What follows belongs to an exercise in optimizing a design on an open flow for small area, a short achievable clock period and few clock cycles; a production flow would make more cautious choices.
Function was checked by simulation only, so behaviour that the tests miss may differ from the original.
No activity file was given, so power comes from the tool's default toggle rates.

--- run.sh ---
#!/bin/bash
# synth_recipe.tcl (not shown) runs the flow's synth.tcl, then flattens the netlist and writes it again
# the make line also repeats each setting of config.mk as NAME=value (left out here)
make -C /OpenROAD-flow-scripts/flow DESIGN_CONFIG=/design/flow/config.mk WORK_HOME=/design/flow/orfs CLKGATE_MAP_FILE= SYNTH_SCRIPT=/design/flow/synth_recipe.tcl finish
--- config.mk ---
export PLATFORM = sky130hd
export DESIGN_NAME = pipelineCpu
export DESIGN_NICKNAME = pipelineCpu
export VERILOG_FILES = /design/flow/design.v
export SDC_FILE = /design/flow/constraint.sdc
export NUM_CORES = 4
export LEC_CHECK = 0
export CAP_MARGIN = 20
export CORE_MARGIN = 2
export CORE_UTILIZATION = 40
export CTS_CLUSTER_DIAMETER = 110
export CTS_CLUSTER_SIZE = 22
export SETUP_SLACK_MARGIN = 2.0
export SLEW_MARGIN = 20
--- constraint.sdc ---
create_clock -name core_clock -period 7.5 [get_ports {clk}]
set_input_delay 1.5000 -clock core_clock [delete_from_list [all_inputs] [get_ports {clk}]]
set_output_delay 1.5000 -clock core_clock [all_outputs]
set_load 0.01 [all_outputs]
--- design.v ---
`default_nettype none
package cpuPkg;
	localparam int dataWidth = 32;
	localparam int regAddrWidth = 5;
	localparam int pdWidth = 27;  
	localparam logic [5:0] opR = 6'h00;
	localparam logic [5:0] opLw = 6'h23;
	localparam logic [5:0] opSw = 6'h2b;
	localparam logic [5:0] opBeq = 6'h04;
	localparam logic [5:0] fnAdd = 6'h20;
	localparam logic [5:0] fnSub = 6'h22;
	localparam logic [5:0] fnAnd = 6'h24;
	localparam logic [5:0] fnOr = 6'h25;
	localparam logic [5:0] fnSlt = 6'h2a;
	localparam logic [2:0] kAdd = 3'd0;
	localparam logic [2:0] kSub = 3'd1;
	localparam logic [2:0] kAnd = 3'd2;
	localparam logic [2:0] kOr = 3'd3;
	localparam logic [2:0] kSlt = 3'd4;
	localparam logic [2:0] kLw = 3'd5;
	localparam logic [2:0] kJmp = 3'd6;  
	localparam logic [2:0] kBr = 3'd7;  
endpackage
`default_nettype wire
`timescale 1ns/1ps
`default_nettype none
module instMem #(
	parameter int imemDepth = 64
) (
	input logic clk,
	input logic progWe,
	input logic [$clog2(imemDepth)-1:0] progAddr,
	input logic [cpuPkg::pdWidth-1:0] progPd,
	input logic [$clog2(imemDepth)-1:0] pc,  
	output logic [cpuPkg::pdWidth-1:0] pd,
	output logic [cpuPkg::pdWidth-1:0] pd0  
);
	logic [cpuPkg::pdWidth-1:0] mem [imemDepth];
	assign pd = mem[pc];
	assign pd0 = (progWe && progAddr == '0) ? progPd : mem[0];
	always_ff @(posedge clk)
	begin
		if (progWe)
			mem[progAddr] <= progPd;
	end
endmodule
`default_nettype wire
`timescale 1ns/1ps
`default_nettype none
module regFile (
	input logic clk,
	input logic rstN,
	input logic [cpuPkg::regAddrWidth-1:0] rsAddr,
	input logic [cpuPkg::regAddrWidth-1:0] rtAddr,
	input logic [cpuPkg::regAddrWidth-1:0] wrAddr,
	input logic [cpuPkg::dataWidth-1:0] wrData,
	input logic wrEn,
	output logic [cpuPkg::dataWidth-1:0] rsData,
	output logic [cpuPkg::dataWidth-1:0] rtData
);
	localparam int numRegs = 2 ** cpuPkg::regAddrWidth;
	logic [cpuPkg::dataWidth-1:0] regs [1:numRegs-1];
	logic [numRegs-1:1] valid;
	logic wrLive;
	logic [cpuPkg::dataWidth-1:0] rsReg, rtReg;
	assign wrLive = wrEn && (wrAddr != '0);  
	always_ff @(posedge clk)
	begin
		if (!rstN)
			valid <= '0;
		else if (wrLive)
			valid[wrAddr] <= 1'b1;
	end
	always_ff @(posedge clk)
	begin
		if (wrLive)
			regs[wrAddr] <= wrData;
	end
	assign rsReg = (rsAddr != '0 && valid[rsAddr]) ? regs[rsAddr] : '0;
	assign rtReg = (rtAddr != '0 && valid[rtAddr]) ? regs[rtAddr] : '0;
	assign rsData = (wrLive && wrAddr == rsAddr) ? wrData : rsReg;
	assign rtData = (wrLive && wrAddr == rtAddr) ? wrData : rtReg;
endmodule
`default_nettype wire
`timescale 1ns/1ps
`default_nettype none
module controlUnit (
	input logic [cpuPkg::dataWidth-1:0] instr,
	input logic [5:0] addr,  
	output logic [cpuPkg::pdWidth-1:0] pd
);
	logic [5:0] opcode, funct, next, target;
	logic [4:0] rs, rt, rd;
	assign opcode = instr[31:26];
	assign rs = instr[25:21];
	assign rt = instr[20:16];
	assign rd = instr[15:11];
	assign funct = instr[5:0];
	assign next = addr + 6'd1;
	assign target = next + instr[5:0];
	always_comb
	begin
		pd = {1'b0, rs, rt, 5'd0, cpuPkg::kJmp, 2'b00, next};  
		case (opcode)
			cpuPkg::opR:
			begin
				case (funct)
					cpuPkg::fnAdd: pd = {1'b0, rs, rt, rd, cpuPkg::kAdd, 8'd0};
					cpuPkg::fnSub: pd = {1'b0, rs, rt, rd, cpuPkg::kSub, 8'd0};
					cpuPkg::fnAnd: pd = {1'b0, rs, rt, rd, cpuPkg::kAnd, 8'd0};
					cpuPkg::fnOr: pd = {1'b0, rs, rt, rd, cpuPkg::kOr, 8'd0};
					cpuPkg::fnSlt: pd = {1'b0, rs, rt, rd, cpuPkg::kSlt, 8'd0};
					default: ;
				endcase
			end
			cpuPkg::opLw: pd = {1'b0, rs, rt, rt, cpuPkg::kLw, instr[7:0]};
			cpuPkg::opSw: pd = {1'b1, rs, rt, instr[15:0]};
			cpuPkg::opBeq:
			begin
				if (rs == rt || instr[5:0] == 6'd0)
					pd = {1'b0, rs, rt, 5'd0, cpuPkg::kJmp, 2'b00, target};
				else
					pd = {1'b0, rs, rt, 5'd0, cpuPkg::kBr, 2'b00, target};
			end
			default: ;
		endcase
	end
endmodule
`default_nettype wire
`timescale 1ns/1ps
`default_nettype none
module hazardUnit (
	input logic [cpuPkg::regAddrWidth-1:0] rs,  
	input logic [cpuPkg::regAddrWidth-1:0] rt,
	input logic memOp,  
	input logic exWrites,  
	input logic [cpuPkg::regAddrWidth-1:0] exDest,
	output logic fwdA,
	output logic fwdB,
	output logic stall
);
	logic exLive;
	assign exLive = exWrites && (exDest != '0);  
	assign fwdA = exLive && (exDest == rs);
	assign fwdB = exLive && (exDest == rt);
	assign stall = memOp && fwdA;
endmodule
`default_nettype wire
`timescale 1ns/1ps
`default_nettype none
module executeStage (
	input logic isSub,  
	input logic isAnd,
	input logic isOr,
	input logic isSlt,
	input logic useImm,  
	input logic [cpuPkg::dataWidth-1:0] opA,  
	input logic [cpuPkg::dataWidth-1:0] opB,
	input logic [15:0] imm,
	output logic [cpuPkg::dataWidth-1:0] aluResult,
	output logic equal
);
	localparam int dw = cpuPkg::dataWidth;
	logic [dw-1:0] immExt, srcB, sum;
	logic lt;
	assign immExt = {{(dw-16){imm[15]}}, imm};
	assign srcB = useImm ? immExt : opB;
	assign sum = opA + (isSub ? ~srcB : srcB) + {{(dw-1){1'b0}}, isSub};
	assign lt = (opA[dw-1] ^ opB[dw-1]) ? opA[dw-1] : sum[dw-1];
	assign equal = (opA == opB);
	always_comb
	begin
		if (isAnd)
			aluResult = opA & opB;
		else if (isOr)
			aluResult = opA | opB;
		else if (isSlt)
			aluResult = {{(dw-1){1'b0}}, lt};
		else
			aluResult = sum;
	end
endmodule
`default_nettype wire
`timescale 1ns/1ps
`default_nettype none
module dataMem #(
	parameter int dmemDepth = 64
) (
	input logic clk,
	input logic [$clog2(dmemDepth)-1:0] rdIdx,  
	input logic [$clog2(dmemDepth)-1:0] wrIdx,
	input logic [cpuPkg::dataWidth-1:0] wrData,
	input logic memWrite,
	input logic loadWe,  
	input logic [$clog2(dmemDepth)-1:0] loadAddr,
	input logic [cpuPkg::dataWidth-1:0] loadData,
	output logic [cpuPkg::dataWidth-1:0] rdData
);
	logic [cpuPkg::dataWidth-1:0] mem [dmemDepth];
	always_ff @(posedge clk)
	begin
		if (loadWe)
			mem[loadAddr] <= loadData;
		else if (memWrite)
			mem[wrIdx] <= wrData;
	end
	assign rdData = (memWrite && wrIdx == rdIdx) ? wrData : mem[rdIdx];
endmodule
`default_nettype wire
`timescale 1ns/1ps
`default_nettype none
module pipelineCpu #(
	parameter int imemDepth = 64,
	parameter int dmemDepth = 64
) (
	input logic clk,
	input logic rstN,
	input logic progWe,
	input logic progDmem,  
	input logic [$clog2(imemDepth)-1:0] progAddr,
	input logic [cpuPkg::dataWidth-1:0] progData,
	output logic wbEn,
	output logic [cpuPkg::regAddrWidth-1:0] wbReg,
	output logic [cpuPkg::dataWidth-1:0] wbData,
	output logic storeEn,
	output logic [cpuPkg::dataWidth-1:0] storeAddr,
	output logic [cpuPkg::dataWidth-1:0] storeData
);
	localparam int dw = cpuPkg::dataWidth;
	localparam int aw = cpuPkg::regAddrWidth;
	localparam int pw = cpuPkg::pdWidth;
	logic [5:0] pc;
	logic [pw-1:0] progPd, fPd, pd0;
	logic jmp0;
	logic fJmp, fBr, fTake;
	logic [imemDepth-1:0] history;  
	logic dV, dTake, dMem;
	logic [pw-1:0] dPd;
	logic [5:0] dPc, dAlt;
	logic dSw;
	logic [2:0] dKind;
	logic [aw-1:0] dRs, dRt, dDest;
	logic [dw-1:0] rsData, rtData;
	logic [7:0] dAddr;
	logic fwdA, fwdB, stall;
	logic xV, xWr, xSw, xLw, xBr, xSub, xAnd, xOr, xSlt, xFwdA, xFwdB, xTake;
	logic [aw-1:0] xDest;
	logic [dw-1:0] xA, xB, opA, opB, aluResult, memRd;
	logic [15:0] xImm;
	logic [5:0] xIdx, xPc, xAlt;
	logic equal, xRedirect;
	logic r1Wb, r1St;
	logic [aw-1:0] r1Dest;
	logic [dw-1:0] r1Data, r1Sd;
	controlUnit uPredecode (.instr(progData), .addr(progAddr), .pd(progPd));
	instMem #(.imemDepth(imemDepth)) uInstMem (
		.clk(clk), .progWe(progWe && !progDmem), .progAddr(progAddr), .progPd(progPd),
		.pc(pc), .pd(fPd), .pd0(pd0)
	);
	assign fJmp = !fPd[26] && (fPd[10:8] == cpuPkg::kJmp);
	assign fBr = !fPd[26] && (fPd[10:8] == cpuPkg::kBr);
	assign fTake = fJmp || (fBr && history[pc]);
	always_ff @(posedge clk)
	begin
		if (progWe && !progDmem)
			history[progAddr] <= !(progData[25:21] == 5'd0 || progData[20:16] == 5'd0);
		else if (xV && xBr)
			history[xPc] <= equal;
	end
	assign jmp0 = !pd0[26] && (pd0[10:8] == cpuPkg::kJmp);
	always_ff @(posedge clk)
	begin
		if (!rstN)
		begin
			pc <= jmp0 ? pd0[5:0] : 6'd1;
			dV <= !jmp0;
		end
		else if (xRedirect)
		begin
			pc <= xAlt;
			dV <= 1'b0;
		end
		else if (!stall)
		begin
			pc <= fTake ? fPd[5:0] : pc + 6'd1;
			dV <= !fJmp;  
		end
	end
	always_ff @(posedge clk)
	begin
		if (!rstN)
		begin
			dPd <= pd0;
			dPc <= '0;
			dTake <= 1'b0;  
			dAlt <= pd0[5:0];
		end
		else if (!stall)
		begin
			dPd <= fPd;
			dPc <= pc;
			dTake <= fTake;
			dAlt <= fTake ? pc + 6'd1 : fPd[5:0];  
		end
	end
	assign dSw = dPd[26];
	assign dRs = dPd[25:21];
	assign dRt = dPd[20:16];
	assign dDest = dPd[15:11];
	assign dKind = dPd[10:8];
	assign dMem = dSw || dKind == cpuPkg::kLw;
	regFile uRegFile (
		.clk(clk), .rstN(rstN), .rsAddr(dRs), .rtAddr(dRt),
		.wrAddr(r1Dest), .wrData(r1Data), .wrEn(r1Wb),
		.rsData(rsData), .rtData(rtData)
	);
	hazardUnit uHazard (
		.rs(dRs), .rt(dRt), .memOp(dV && dMem), .exWrites(xV && xWr), .exDest(xDest),
		.fwdA(fwdA), .fwdB(fwdB), .stall(stall)
	);
	assign dAddr = rsData[7:0] + dPd[7:0];
	always_ff @(posedge clk)
	begin
		if (!rstN || xRedirect || stall)
			xV <= 1'b0;
		else
			xV <= dV;
	end
	always_ff @(posedge clk)
	begin
		xSw <= dSw;
		xWr <= !dSw && !(dKind[2] && dKind[1]);
		xLw <= !dSw && dKind == cpuPkg::kLw;
		xBr <= !dSw && dKind == cpuPkg::kBr;
		xSub <= !dSw && (dKind == cpuPkg::kSub || dKind == cpuPkg::kSlt);
		xAnd <= !dSw && dKind == cpuPkg::kAnd;
		xOr <= !dSw && dKind == cpuPkg::kOr;
		xSlt <= !dSw && dKind == cpuPkg::kSlt;
		xDest <= dDest;
		xImm <= dPd[15:0];
		xIdx <= dAddr[7:2];
		xPc <= dPc;
		xTake <= dTake;
		xAlt <= dAlt;
		xA <= rsData;
		xB <= rtData;
		xFwdA <= fwdA;
		xFwdB <= fwdB;
	end
	assign opA = xFwdA ? r1Data : xA;
	assign opB = xFwdB ? r1Data : xB;
	executeStage uExecute (
		.isSub(xSub), .isAnd(xAnd), .isOr(xOr), .isSlt(xSlt), .useImm(xSw),
		.opA(opA), .opB(opB), .imm(xImm),
		.aluResult(aluResult), .equal(equal)
	);
	dataMem #(.dmemDepth(dmemDepth)) uDataMem (
		.clk(clk), .rdIdx(xIdx), .wrIdx(r1Data[7:2]), .wrData(r1Sd), .memWrite(r1St),
		.loadWe(progWe && progDmem), .loadAddr(progAddr[$clog2(dmemDepth)-1:0]),
		.loadData(progData), .rdData(memRd)
	);
	assign xRedirect = xV && xBr && (equal != xTake);
	always_ff @(posedge clk)
	begin
		if (!rstN)
		begin
			r1Wb <= 1'b0;
			r1St <= 1'b0;
		end
		else
		begin
			r1Wb <= xV && xWr;
			r1St <= xV && xSw;
		end
	end
	always_ff @(posedge clk)
	begin
		r1Data <= xLw ? memRd : aluResult;  
		r1Dest <= xDest;
		r1Sd <= opB;
	end
	assign wbEn = r1Wb;
	assign wbReg = r1Dest;
	assign wbData = r1Data;
	assign storeEn = r1St;
	assign storeAddr = r1Data;
	assign storeData = r1Sd;
endmodule
`default_nettype wire
==> impl_metrics.tcl, run 1 <==
set metrics [dict create \
    status "complete, no violations" \
    min_path_cells 0 \
    fill_cells 44100 \
    comb_power_share_pct 15.2 \
    dpl.hpwl_um 377000 \
    cp-startpoint "xFwdB" \
    rows 266 \
    gp_congestion 0.885 \
    min_period_over_period_pct 68.9 \
    synth_area_mm2 0.211 \
    ctsHoldBuffers 0 \
    min_period_ns 5.17 \
    core_mm2 0.525 \
    ys_seq_area_share_pct 71.6 \
    whs_endpoint "xTake" \
    ant_nets 0 \
    drtIter0Drc 14800 \
    vias 107000 \
    dieArea_mm2 0.533 \
    antenna_found_initial 89 \
    synth_nets 10300 \
    start_kind "flip-flop" \
    clockBufferDepth 4 \
    grt_pass1_vias 106000 \
    hp-start "dTake" \
    clk_pin_slew_ns 0.10 \
    start_util_pct 40.2 \
    cp_slowest_cell "dfxtp_2" \
    maxCapViolations 0 \
    layout-drive-gt1-share_pct 27.1 \
    hold_class "flip-flop to flip-flop" \
    final_nets 10400 \
    cts_root_buf "clkbuf_16" \
    wirelength_um 612000 \
    hold_slack_ns 0.326 \
    p_clk_share_pct 28.0 \
    postSynthAreaPerCell_um2 20.8 \
    drc_errors 0 \
    num_io_pins 145 \
    required_ns 8.39 \
    hold_viol 0 \
    max_slew.worst_pin.slew_ns 1.16 \
    path_max_fanout 32 \
    numPortBuffers 144 \
    cts_tree "built" \
    rsz0062_at_grt "no" \
    syn_inst 10100 \
    htreeDepth 5 \
    grt_overflow_total 0 \
    worstReg2RegStart "xFwdB" \
    powerDensity_mw_per_mm2 248 \
    setup.worst_path.end_class "flip-flop" \
    switching_share_pct 26.3 \
    syn_to_final_growth_pct 9.84 \
    path_common_cell "nor2_1" \
    wl_per_cell_um 35.3 \
    r2r_setup_slack_ns 2.33 \
    slew-limit-headroom_pct 22.6 \
    critical_path_arrival_ns 6.05 \
    p_sw_w 0.0151 \
    slowest_delay_ns 1.01 \
    seqPwrFrac_pct 56.8 \
    cts_buffers 274 \
    final.setup_skew_ns 0.0575 \
    critPathTopFamily "simple AND/OR/NAND/NOR gates" \
    ys_warn_count 6 \
    cp_num_buf_inv 1 \
    p_leak_nw 69.5 \
    vias_per_cell 6.16 \
    ys_types 79 \
    final_common_cell "edfxtp_1" \
    setup_slack_ns 2.33 \
    finalSetupViolCount 0 \
    final_util_pct 44.1 \
    synth_edf_count 4872 \
    setup-tns-final_ns 0 \
    final_cell_mix "4872 x edfxtp_1, 1804 x mux4_2, 377 x nand2_1" \
    die_x_um 730 \
    reg2reg_depth 11 \
    async_flop_share_pct 0 \
    grt_max_degree 142 \
    slew_viol_final 0 \
    place_ws_ns 1.77 \
    synthFlopType "edfxtp_1" \
    grt_pass1_wl_um 850000 \
    crit_path_cell_trace "mux2_2 > inv_1 > ha_1 > nor4_1 > nand4_1 > nor2_1 > xnor2_1 > nor2_1 > nor2_1 > nand2_1 > mux2_2" \
    intPower_w 0.0424 \
    grtUsageTotal_pct 22.6 \
    path_class "flip-flop to flip-flop" \
    worstSkewPairLatency_ns 0.98 \
    synth-seq-cells 5107 \
    fin_total_pwr_w 0.0576 \
    die_y_um 730 \
    cts.sinks 5107 \
    fmax_mhz 193 \
    worst_ir_drop_vdd_uv 208 \
    first_pass_iters 8 \
]
per-layer routing:
layer,wire [um],global-route usage [%],up-vias
met1,243000,31.5,58400
met3,58000,5.09,828
met5,630,0,-
met2,289000,35.6,5299
li1,-,-,42400
met4,22400,6.92,42
flip-flops by register name, summed over array words and instances (netlist names), 5 cells and up, named ones only:
register        cells
dAlt                6
dPc                 6
dPd                27
history            64
pc                  6
r1Data             32
r1Dest              5
r1Sd               32
uDataMem.mem     2048
uInstMem.mem     1728
uRegFile.regs     992
uRegFile.valid     31
xA                 32
xAlt                6
xB                 32
xIdx                6
xImm               15
xPc                 6
power by group through the flow:
| stage | sequential (W) | clock, W | combinational (W) |
|---|---|---|---|
| 6_report | 0.0327 | 0.0161 | 0.00875 |
| 5_1_grt | 0.0328 | 0.0173 | 0.00913 |
| 4_1_cts | 0.0327 | 0.0164 | 0.00878 |
| 3_5_place_dp | 0.0334 | 0 | 0.00877 |
| 3_3_place_gp | 0.0334 | 0 | 0.00864 |
| 2_1_floorplan | 0.0331 | 0 | 0.00497 |
timing repair:
action	4_1_cts	5_1_grt
gates resized for setup	0	0
buffers inserted	0	3
endpoints found under the setup margin	0	4
worst max-delay path by stage:
stage	slack, ns	to	cells after the start
floorplan	2.08	pc[0]	9
detailed placement	1.77	flip-flop	14
global route	2.00	flip-flop	9
global placement	1.68	flip-flop	15
finish	2.33	flip-flop	11
CTS	2.11	xIdx[4]	14
per-stage QoR:
stage | instance area (um2) | cells
floorplan | 211000 | 10100
global placement | 222000 | 16900
detailed placement | 223000 | 16900
CTS | 231000 | 17300
global route | 232000 | 17300
finish | 232000 | 17300
layout make-up:
class                           count  area [um2]  share of cell area (%)
Timing Repair Buffer              484        5420                    2.34
Tap cell                         6968        8720                    3.76
Inverter                          107         408                   0.176
Clock inverter                     27         405                   0.175
Clock buffer                      349        7310                    3.15
Antenna cell                       37        92.6                  0.0400
Multi-Input combinational cell   4270       58300                    25.2
Sequential cell                  5107      151000                    65.2
synthesized netlist by cell type, types with 15 or more instances:
library cell	instances	area [um2]
edfxtp_1	4872	146000
mux4_2	1804	40600
nor2_1	441	1660
nand2_1	408	1530
clkbuf_1	398	1490
o21ai_0	277	1390
mux2i_1	276	2760
dfxtp_1	235	4700
a21oi_1	147	736
ha_1	129	1610
buf_1	124	465
inv_1	105	394
xnor2_1	79	692
buf_2	66	330
mux2_2	56	631
nand3_1	48	240
xor2_1	46	403
nor3_1	43	215
buf_4	42	315
a221oi_1	38	333
o21a_1	36	270
a21o_1	35	263
a22oi_1	29	218
nand2b_1	26	163
a211oi_1	24	180
nor4_1	22	138
mux4_1	19	499
o21ai_1	19	95.1
nor2b_1	18	113
o311a_1	15	150
logic make-up after synthesis:
logic type / after synthesis / synth area share (%)
XOR/XNOR: 126 / 0.530
adder cells (fa/ha/maj): 131 / 0.784
AO/OA/AOI/OAI: 753 / 2.25
flip-flops: 5107 / 71.6
AND/OR/NAND/NOR: 1104 / 2.25
multiplexers: 2156 / 21.1
buffers and inverters: 751 / 1.51
Testbench counts, summed over its fixed seeds: cycles 7,467.
==> run 2: changes to the inputs <==
--- a/design.v
+++ b/design.v
@@ -31,13 +31,18 @@
 	input logic progWe,
 	input logic [$clog2(imemDepth)-1:0] progAddr,
 	input logic [cpuPkg::pdWidth-1:0] progPd,
-	input logic [$clog2(imemDepth)-1:0] pc,  
+	input logic [imemDepth-1:0] sel,  
 	output logic [cpuPkg::pdWidth-1:0] pd,
-	output logic [cpuPkg::pdWidth-1:0] pd0  
+	output logic [cpuPkg::pdWidth-1:0] word0  
 );
 	logic [cpuPkg::pdWidth-1:0] mem [imemDepth];
-	assign pd = mem[pc];
-	assign pd0 = (progWe && progAddr == '0) ? progPd : mem[0];
+	always_comb
+	begin
+		pd = '0;
+		for (int i = 0; i < imemDepth; i++)
+			pd = pd | ({cpuPkg::pdWidth{sel[i]}} & mem[i]);
+	end
+	assign word0 = mem[0];
 	always_ff @(posedge clk)
 	begin
 		if (progWe)
@@ -52,11 +57,15 @@
 	input logic rstN,
 	input logic [cpuPkg::regAddrWidth-1:0] rsAddr,
 	input logic [cpuPkg::regAddrWidth-1:0] rtAddr,
+	input logic [2**cpuPkg::regAddrWidth-1:0] rsOneHot,  
+	input logic [2**cpuPkg::regAddrWidth-1:0] rtOneHot,
 	input logic [cpuPkg::regAddrWidth-1:0] wrAddr,
 	input logic [cpuPkg::dataWidth-1:0] wrData,
 	input logic wrEn,
 	output logic [cpuPkg::dataWidth-1:0] rsData,
-	output logic [cpuPkg::dataWidth-1:0] rtData
+	output logic [cpuPkg::dataWidth-1:0] rtData,
+	output logic [cpuPkg::dataWidth-1:0] rsStored,  
+	output logic rsPass  
 );
 	localparam int numRegs = 2 ** cpuPkg::regAddrWidth;
 	logic [cpuPkg::dataWidth-1:0] regs [1:numRegs-1];
@@ -76,9 +85,27 @@
 		if (wrLive)
 			regs[wrAddr] <= wrData;
 	end
-	assign rsReg = (rsAddr != '0 && valid[rsAddr]) ? regs[rsAddr] : '0;
-	assign rtReg = (rtAddr != '0 && valid[rtAddr]) ? regs[rtAddr] : '0;
-	assign rsData = (wrLive && wrAddr == rsAddr) ? wrData : rsReg;
+	logic [numRegs-1:1] rsSel, rtSel;
+	always_comb
+	begin
+		rsSel = '0;
+		rtSel = '0;
+		for (int k = 1; k < numRegs; k++)
+		begin
+			rsSel[k] = valid[k] && rsOneHot[k];
+			rtSel[k] = valid[k] && rtOneHot[k];
+		end
+		rsReg = '0;
+		rtReg = '0;
+		for (int k = 1; k < numRegs; k++)
+		begin
+			rsReg = rsReg | ({cpuPkg::dataWidth{rsSel[k]}} & regs[k]);
+			rtReg = rtReg | ({cpuPkg::dataWidth{rtSel[k]}} & regs[k]);
+		end
+	end
+	assign rsPass = wrLive && wrAddr == rsAddr;
+	assign rsStored = rsReg;
+	assign rsData = rsPass ? wrData : rsReg;
 	assign rtData = (wrLive && wrAddr == rtAddr) ? wrData : rtReg;
 endmodule
 `default_nettype wire
@@ -188,6 +215,7 @@
 ) (
 	input logic clk,
 	input logic [$clog2(dmemDepth)-1:0] rdIdx,  
+	input logic [dmemDepth-1:0] rdOneHot,  
 	input logic [$clog2(dmemDepth)-1:0] wrIdx,
 	input logic [cpuPkg::dataWidth-1:0] wrData,
 	input logic memWrite,
@@ -204,7 +232,16 @@
 		else if (memWrite)
 			mem[wrIdx] <= wrData;
 	end
-	assign rdData = (memWrite && wrIdx == rdIdx) ? wrData : mem[rdIdx];
+	logic [dmemDepth-1:0] rdSel;
+	logic [cpuPkg::dataWidth-1:0] rdWord;
+	always_comb
+	begin
+		rdSel = rdOneHot;
+		rdWord = '0;
+		for (int i = 0; i < dmemDepth; i++)
+			rdWord = rdWord | ({cpuPkg::dataWidth{rdSel[i]}} & mem[i]);
+	end
+	assign rdData = (memWrite && wrIdx == rdIdx) ? wrData : rdWord;
 endmodule
 `default_nettype wire
 `timescale 1ns/1ps
@@ -229,9 +266,11 @@
 	localparam int dw = cpuPkg::dataWidth;
 	localparam int aw = cpuPkg::regAddrWidth;
 	localparam int pw = cpuPkg::pdWidth;
-	logic [5:0] pc;
-	logic [pw-1:0] progPd, fPd, pd0;
-	logic jmp0;
+	logic [5:0] pc;  
+	logic [7:0] pcHi, pcLo;  
+	logic [imemDepth-1:0] pcSel;  
+	logic [pw-1:0] lPd, inPd0, word0, fPd, pd0;
+	logic jmp0, fHold;
 	logic fJmp, fBr, fTake;
 	logic [imemDepth-1:0] history;  
 	logic dV, dTake, dMem;
@@ -240,30 +279,65 @@
 	logic dSw;
 	logic [2:0] dKind;
 	logic [aw-1:0] dRs, dRt, dDest;
-	logic [dw-1:0] rsData, rtData;
+	logic [dw-1:0] rsData, rtData, rsStored;
+	logic rsPass;
 	logic [7:0] dAddr;
+	logic [2**aw-1:0] dRsSel, dRtSel;  
 	logic fwdA, fwdB, stall;
 	logic xV, xWr, xSw, xLw, xBr, xSub, xAnd, xOr, xSlt, xFwdA, xFwdB, xTake;
 	logic [aw-1:0] xDest;
 	logic [dw-1:0] xA, xB, opA, opB, aluResult, memRd;
 	logic [15:0] xImm;
 	logic [5:0] xIdx, xPc, xAlt;
+	logic [7:0] xIdxHi, xIdxLo;  
+	logic [dmemDepth-1:0] xIdxSel;  
 	logic equal, xRedirect;
 	logic r1Wb, r1St;
 	logic [aw-1:0] r1Dest;
 	logic [dw-1:0] r1Data, r1Sd;
-	controlUnit uPredecode (.instr(progData), .addr(progAddr), .pd(progPd));
+	logic [aw-1:0] oWbReg;
+	logic [dw-1:0] oData, oStData;  
+	logic lWe;
+	logic [$clog2(dmemDepth)-1:0] lAddr;
+	logic [dw-1:0] lData;
+	logic liWe;
+	logic [$clog2(imemDepth)-1:0] liAddr;
+	logic [dw-1:0] liData;
+	function automatic logic [7:0] oneHot8(input logic [2:0] idx);
+		oneHot8 = '0;
+		oneHot8[idx] = 1'b1;
+	endfunction
+	function automatic logic [63:0] expand(input logic [7:0] hi, input logic [7:0] lo);
+		for (int i = 0; i < 64; i++)
+			expand[i] = hi[i / 8] && lo[i % 8];
+	endfunction
+	function automatic logic [2**aw-1:0] regOneHot(input logic [aw-1:0] idx);
+		regOneHot = '0;
+		regOneHot[idx] = 1'b1;
+	endfunction
+	always_ff @(posedge clk)
+	begin
+		liWe <= progWe && !progDmem;
+		liAddr <= progAddr;
+		liData <= progData;
+	end
+	controlUnit uPredecode (.instr(liData), .addr(liAddr), .pd(lPd));
 	instMem #(.imemDepth(imemDepth)) uInstMem (
-		.clk(clk), .progWe(progWe && !progDmem), .progAddr(progAddr), .progPd(progPd),
-		.pc(pc), .pd(fPd), .pd0(pd0)
+		.clk(clk), .progWe(liWe), .progAddr(liAddr), .progPd(lPd),
+		.sel(pcSel), .pd(fPd), .word0(word0)
 	);
+	controlUnit uPredecode0 (.instr(progData), .addr(6'd0), .pd(inPd0));
+	assign pd0 = (progWe && !progDmem && progAddr == '0) ? inPd0 :
+		(liWe && liAddr == '0) ? lPd : word0;
+	assign fHold = liWe && liAddr == pc;
 	assign fJmp = !fPd[26] && (fPd[10:8] == cpuPkg::kJmp);
 	assign fBr = !fPd[26] && (fPd[10:8] == cpuPkg::kBr);
-	assign fTake = fJmp || (fBr && history[pc]);
+	assign pcSel = expand(pcHi, pcLo);
+	assign fTake = fJmp || (fBr && |(history & pcSel));
 	always_ff @(posedge clk)
 	begin
-		if (progWe && !progDmem)
-			history[progAddr] <= !(progData[25:21] == 5'd0 || progData[20:16] == 5'd0);
+		if (liWe)
+			history[liAddr] <= !(liData[25:21] == 5'd0 || liData[20:16] == 5'd0);
 		else if (xV && xBr)
 			history[xPc] <= equal;
 	end
@@ -273,16 +347,24 @@
 		if (!rstN)
 		begin
 			pc <= jmp0 ? pd0[5:0] : 6'd1;
+			pcHi <= jmp0 ? oneHot8(pd0[5:3]) : 8'd1;
+			pcLo <= jmp0 ? oneHot8(pd0[2:0]) : 8'd2;
 			dV <= !jmp0;
 		end
 		else if (xRedirect)
 		begin
 			pc <= xAlt;
+			pcHi <= oneHot8(xAlt[5:3]);
+			pcLo <= oneHot8(xAlt[2:0]);
 			dV <= 1'b0;
 		end
+		else if (!stall && fHold)
+			dV <= 1'b0;
 		else if (!stall)
 		begin
 			pc <= fTake ? fPd[5:0] : pc + 6'd1;
+			pcHi <= fTake ? oneHot8(fPd[5:3]) : (pcLo[7] ? {pcHi[6:0], pcHi[7]} : pcHi);
+			pcLo <= fTake ? oneHot8(fPd[2:0]) : {pcLo[6:0], pcLo[7]};
 			dV <= !fJmp;  
 		end
 	end
@@ -291,6 +373,8 @@
 		if (!rstN)
 		begin
 			dPd <= pd0;
+			dRsSel <= regOneHot(pd0[25:21]);
+			dRtSel <= regOneHot(pd0[20:16]);
 			dPc <= '0;
 			dTake <= 1'b0;  
 			dAlt <= pd0[5:0];
@@ -298,6 +382,8 @@
 		else if (!stall)
 		begin
 			dPd <= fPd;
+			dRsSel <= regOneHot(fPd[25:21]);
+			dRtSel <= regOneHot(fPd[20:16]);
 			dPc <= pc;
 			dTake <= fTake;
 			dAlt <= fTake ? pc + 6'd1 : fPd[5:0];  
@@ -310,15 +396,15 @@
 	assign dKind = dPd[10:8];
 	assign dMem = dSw || dKind == cpuPkg::kLw;
 	regFile uRegFile (
-		.clk(clk), .rstN(rstN), .rsAddr(dRs), .rtAddr(dRt),
+		.clk(clk), .rstN(rstN), .rsAddr(dRs), .rtAddr(dRt), .rsOneHot(dRsSel), .rtOneHot(dRtSel),
 		.wrAddr(r1Dest), .wrData(r1Data), .wrEn(r1Wb),
-		.rsData(rsData), .rtData(rtData)
+		.rsData(rsData), .rtData(rtData), .rsStored(rsStored), .rsPass(rsPass)
 	);
 	hazardUnit uHazard (
 		.rs(dRs), .rt(dRt), .memOp(dV && dMem), .exWrites(xV && xWr), .exDest(xDest),
 		.fwdA(fwdA), .fwdB(fwdB), .stall(stall)
 	);
-	assign dAddr = rsData[7:0] + dPd[7:0];
+	assign dAddr = rsPass ? r1Data[7:0] + dPd[7:0] : rsStored[7:0] + dPd[7:0];
 	always_ff @(posedge clk)
 	begin
 		if (!rstN || xRedirect || stall)
@@ -339,6 +425,8 @@
 		xDest <= dDest;
 		xImm <= dPd[15:0];
 		xIdx <= dAddr[7:2];
+		xIdxHi <= oneHot8(dAddr[7:5]);
+		xIdxLo <= oneHot8(dAddr[4:2]);
 		xPc <= dPc;
 		xTake <= dTake;
 		xAlt <= dAlt;
@@ -354,10 +442,10 @@
 		.opA(opA), .opB(opB), .imm(xImm),
 		.aluResult(aluResult), .equal(equal)
 	);
+	assign xIdxSel = expand(xIdxHi, xIdxLo);
 	dataMem #(.dmemDepth(dmemDepth)) uDataMem (
-		.clk(clk), .rdIdx(xIdx), .wrIdx(r1Data[7:2]), .wrData(r1Sd), .memWrite(r1St),
-		.loadWe(progWe && progDmem), .loadAddr(progAddr[$clog2(dmemDepth)-1:0]),
-		.loadData(progData), .rdData(memRd)
+		.clk(clk), .rdIdx(xIdx), .rdOneHot(xIdxSel), .wrIdx(r1Data[7:2]), .wrData(r1Sd),
+		.memWrite(r1St), .loadWe(lWe), .loadAddr(lAddr), .loadData(lData), .rdData(memRd)
 	);
 	assign xRedirect = xV && xBr && (equal != xTake);
 	always_ff @(posedge clk)
@@ -379,11 +467,26 @@
 		r1Dest <= xDest;
 		r1Sd <= opB;
 	end
+	always_ff @(posedge clk)
+	begin
+		lWe <= progWe && progDmem;
+		lAddr <= progAddr[$clog2(dmemDepth)-1:0];
+		lData <= progData;
+	end
+	always_ff @(posedge clk)
+	begin
+		if (xV && (xWr || xSw))
+			oData <= xLw ? memRd : aluResult;  
+		if (xV && xWr)
+			oWbReg <= xDest;
+		if (xV && xSw)
+			oStData <= opB;
+	end
 	assign wbEn = r1Wb;
-	assign wbReg = r1Dest;
-	assign wbData = r1Data;
+	assign wbReg = oWbReg;
+	assign wbData = oData;
 	assign storeEn = r1St;
-	assign storeAddr = r1Data;
-	assign storeData = r1Sd;
+	assign storeAddr = oData;
+	assign storeData = oStData;
 endmodule
 `default_nettype wire
--- a/config.mk
+++ b/config.mk
@@ -5,10 +5,12 @@
 export SDC_FILE = /design/flow/constraint.sdc
 export NUM_CORES = 4
 export LEC_CHECK = 0
+export ABC_CLOCK_PERIOD_IN_PS = 3000
 export CAP_MARGIN = 20
 export CORE_MARGIN = 2
 export CORE_UTILIZATION = 40
 export CTS_CLUSTER_DIAMETER = 110
 export CTS_CLUSTER_SIZE = 22
-export SETUP_SLACK_MARGIN = 2.0
+export PLACE_DENSITY = 0.5
+export SETUP_SLACK_MARGIN = 3.3
 export SLEW_MARGIN = 20
==> run 2 against run 1 <==
  * Still clean
  * Via count increased by 40%
  * Sequential power is 1% higher
  * Die area shrank 1.9%
  * Routed wire length rose by 69%
  * Worst hold slack got worse by 0.050 ns
==> impl_metrics.tcl, run 2 <==
set metrics [dict create \
    status "complete, no violations" \
    drc_errors 0 \
    rows 264 \
    comb_power_share_pct 6.9 \
    setup_slack_ns 3.09 \
    min_period_ns 4.41 \
    grt_pass1_wl_um 1330000 \
    ys_types 91 \
    hold_viol 0 \
    grt_max_degree 96 \
    htreeDepth 5 \
    worstSkewPairLatency_ns 1.05 \
    intPower_w 0.0410 \
    syn_inst 13100 \
    wl_per_cell_um 50.2 \
    slew-limit-headroom_pct 12.0 \
    synth-seq-cells 5294 \
    setup.worst_path.end_class "flip-flop" \
    largest_reg_flops 2048 \
    grt_pass1_vias 137000 \
    final_common_cell "edfxtp_1" \
    cts.sinks 5294 \
    vias 150000 \
    p_clk_share_pct 31.9 \
    path_max_fanout 20 \
    first_pass_iters 13 \
    clockBufferDepth 4 \
    setup-tns-final_ns 0 \
    numPortBuffers 144 \
    regMostFlops "uDataMem.mem" \
    dieArea_mm2 0.523 \
    yosysMostFrequentCell "edfxtp_1" \
    fin_cells 20600 \
    seqPwrFrac_pct 61.2 \
    synth_edf_count 5019 \
    min_period_over_period_pct 58.8 \
    num_io_pins 145 \
    largestRegisters "uDataMem.mem x2048, uInstMem.mem x1728, uRegFile.regs x992" \
    drtIter0Drc 31600 \
    grtUsageTotal_pct 38.0 \
    synth_top_area_share_pct 72.8 \
    start_util_pct 40.1 \
    p_leak_nw 72.6 \
    cts_buffers 283 \
    fmax_mhz 227 \
    reg2reg_depth 9 \
    max_slew.worst_pin.slew_ns 1.32 \
    worst_ir_drop_vdd_uv 176 \
    hold_class "flip-flop to flip-flop" \
    required_ns 8.32 \
    die_y_um 723 \
    finalSetupViolCount 0 \
    synth_nets 13300 \
    multi_input_area_mm2 0.0499 \
    powerDensity_mw_per_mm2 232 \
    critical_path_arrival_ns 5.23 \
    synthTopCellsByCount "5019 x edfxtp_1, 1328 x a22oi_1, 684 x a22o_1" \
    cts_root_buf "clkbuf_16" \
    final_cell_mix "5019 x edfxtp_1, 1326 x a22oi_1, 798 x buf_4" \
    synth_top_area_cell "edfxtp_1" \
    final_util_pct 45.3 \
    synthFlopType "edfxtp_1" \
    start_kind "flip-flop" \
    dpl.hpwl_um 592000 \
    clk_pin_slew_ns 0.10 \
    core_mm2 0.516 \
    final_nets 13700 \
    maxCapViolations 0 \
    postSynthAreaPerCell_um2 15.9 \
    cts_tree "built" \
    switching_share_pct 24.2 \
    ys_seq_area_share_pct 75.5 \
    layout-drive-gt1-share_pct 15.0 \
    slew_viol_final 0 \
    min_path_cells 0 \
    grt_overflow_total 0 \
    die_x_um 723 \
    ys_top_cells_by_area "edfxtp_1 73%, a22oi_1 4.8%, a22o_1 2.9%" \
    ant_nets 0 \
    fill_cells 44900 \
    antenna_found_initial 87 \
    vias_per_cell 7.28 \
    final.setup_skew_ns 0.0987 \
    p_sw_w 0.0131 \
    syn_to_final_growth_pct 12.9 \
    rsz0062_at_grt "yes" \
    ctsHoldBuffers 0 \
    gp_congestion 0.924 \
    wirelength_um 1030000 \
    ff_latch_area_mm2 0.156 \
    async_flop_share_pct 0 \
    place_ws_ns 1.81 \
    path_class "flip-flop to flip-flop" \
    place_inst 19900 \
    synth_area_mm2 0.207 \
    ys_warn_count 6 \
]
run 2: changes by cell type in the layout (fill, tap and decap cells not counted), sizes merged, moves of 181 or more:
cell,change
a221oi,+579
a22o,+676
a22oi,+1299
and2,+181
buf,+579
mux2i,-187
mux4,-1823
nand3,+296
nand4,+312
nor2,+182
run 2: power groups by stage:
stage / logic, W / registers, W / clock network [W]
floorplan: 0.00145 / 0.0337 / 0
global placement: 0.00330 / 0.0338 / 0
detailed placement: 0.00334 / 0.0338 / 0
CTS: 0.00350 / 0.0331 / 0.0172
global route: 0.00380 / 0.0332 / 0.0181
finish: 0.00374 / 0.0331 / 0.0173
run 2: cell families (layout without fill, tap and decap cells):
kind of cell,count (synthesis),count (layout),synth area share [%]
DFF,5294,5294,75.5
AOI/OAI and AO/OA,3815,3815,14.2
and+or+nand+nor,2421,2421,5.91
buffers and inverters,1080,1648,2.09
adders and majority gates,162,162,0.986
xor gates and xnor gates,154,154,0.659
muxes,130,130,0.653
other,0,51,0
run 2: critical path, cell delays in order, from the launching register on:
cell and delay [ns]:
dfxtp_1 1.08, and2_2 0.50, buf_4 0.44, buf_4 0.58, a222oi_1 0.14, o2111ai_1 0.47
nor4_1 0.17, nand2_1 0.31, o21ai_0 0.20, a211oi_2 0.28
run 2: metrics by stage:
stage	total power (W)	hold WS (ns)	area [um2]
floorplan	0.0352	0.323	207000
global placement	0.0371	0.323	220000
detailed placement	0.0372	0.327	221000
CTS	0.0538	0.297	231000
global route	0.0551	0.296	234000
finish	0.0541	0.277	234000
run 2: final timing paths:
path,from,end,slack [ns]
worst min-delay path,dAlt[2],xAlt[2],0.28
worst max register to register,xIdxLo[0],oData[23],3.09
worst min register to register,dAlt[2],xAlt[2],0.28
worst max-delay path,xIdxLo[0],oData[23],3.09
run 2: repair_timing:
| action | CTS | global route |
|---|---|---|
| endpoints found under the setup margin | 1087 | 523 |
| resized for setup | 298 | 239 |
| gates cloned | 8 | 6 |
| pin swaps | 77 | 95 |
| endpoints found under the hold margin | 0 | 0 |
| buffers inserted | 134 | 121 |
run 2: area by class of cell:
class	count	area share, %
antenna	51	0.0546
clock buffer	369	3.26
clock inverter	33	0.181
inverter	162	0.288
multi-input combinational	6682	21.4
sequential	5294	66.9
tap	6916	3.70
timing repair buffer	1084	4.24
run 2: routing by layer:
metal  GRT usage (%)  vias to the layer above  part of all wire [%]
met5               0                        -                 0.022
met4            22.0                       28                   7.6
met3            10.0                     3238                    14
met2            56.5                    14300                    43
met1            50.5                    77800                    36
li1                -                    54500                     -
Testbench counts of run 2, summed over its fixed seeds: cycles 7,467.

## what the ideal ports hide
The flow's constraints put no driver on any port. The routed layouts listed below were extracted and timed again, unchanged, in two steps. Step 1: set_driving_cell puts a clkbuf_16 on clk and a buf_2 on each other input, an assumption about the parent block. Step 2 moves the port delays by t, midway between the first and last clock arrival at a register: inputs arrive t later, outputs are due t later. That takes back most of the time a late clock gives input paths. a / b / c = ideal ports / drivers / drivers and shift; a / b = the first two.
run	t (ns)	slack for setup (ns)	hold WS [ns]	latest minus earliest clock arrival (ns)	worst data-port slew with drivers (ns)
run 1	1.079	2.332 / 2.265 / 1.186	0.326 / 0.326 / 0.326	0.076 / 0.077	0.30
run 2	1.131	3.087 / 3.087 / 2.242	0.277 / 0.277 / 0.277	0.110 / 0.110	0.25
After both steps every run listed still meets setup and hold. For run 1, which loses most, drivers alone change the setup slack by -0.067 ns; drivers and shift together by -1.146 ns.
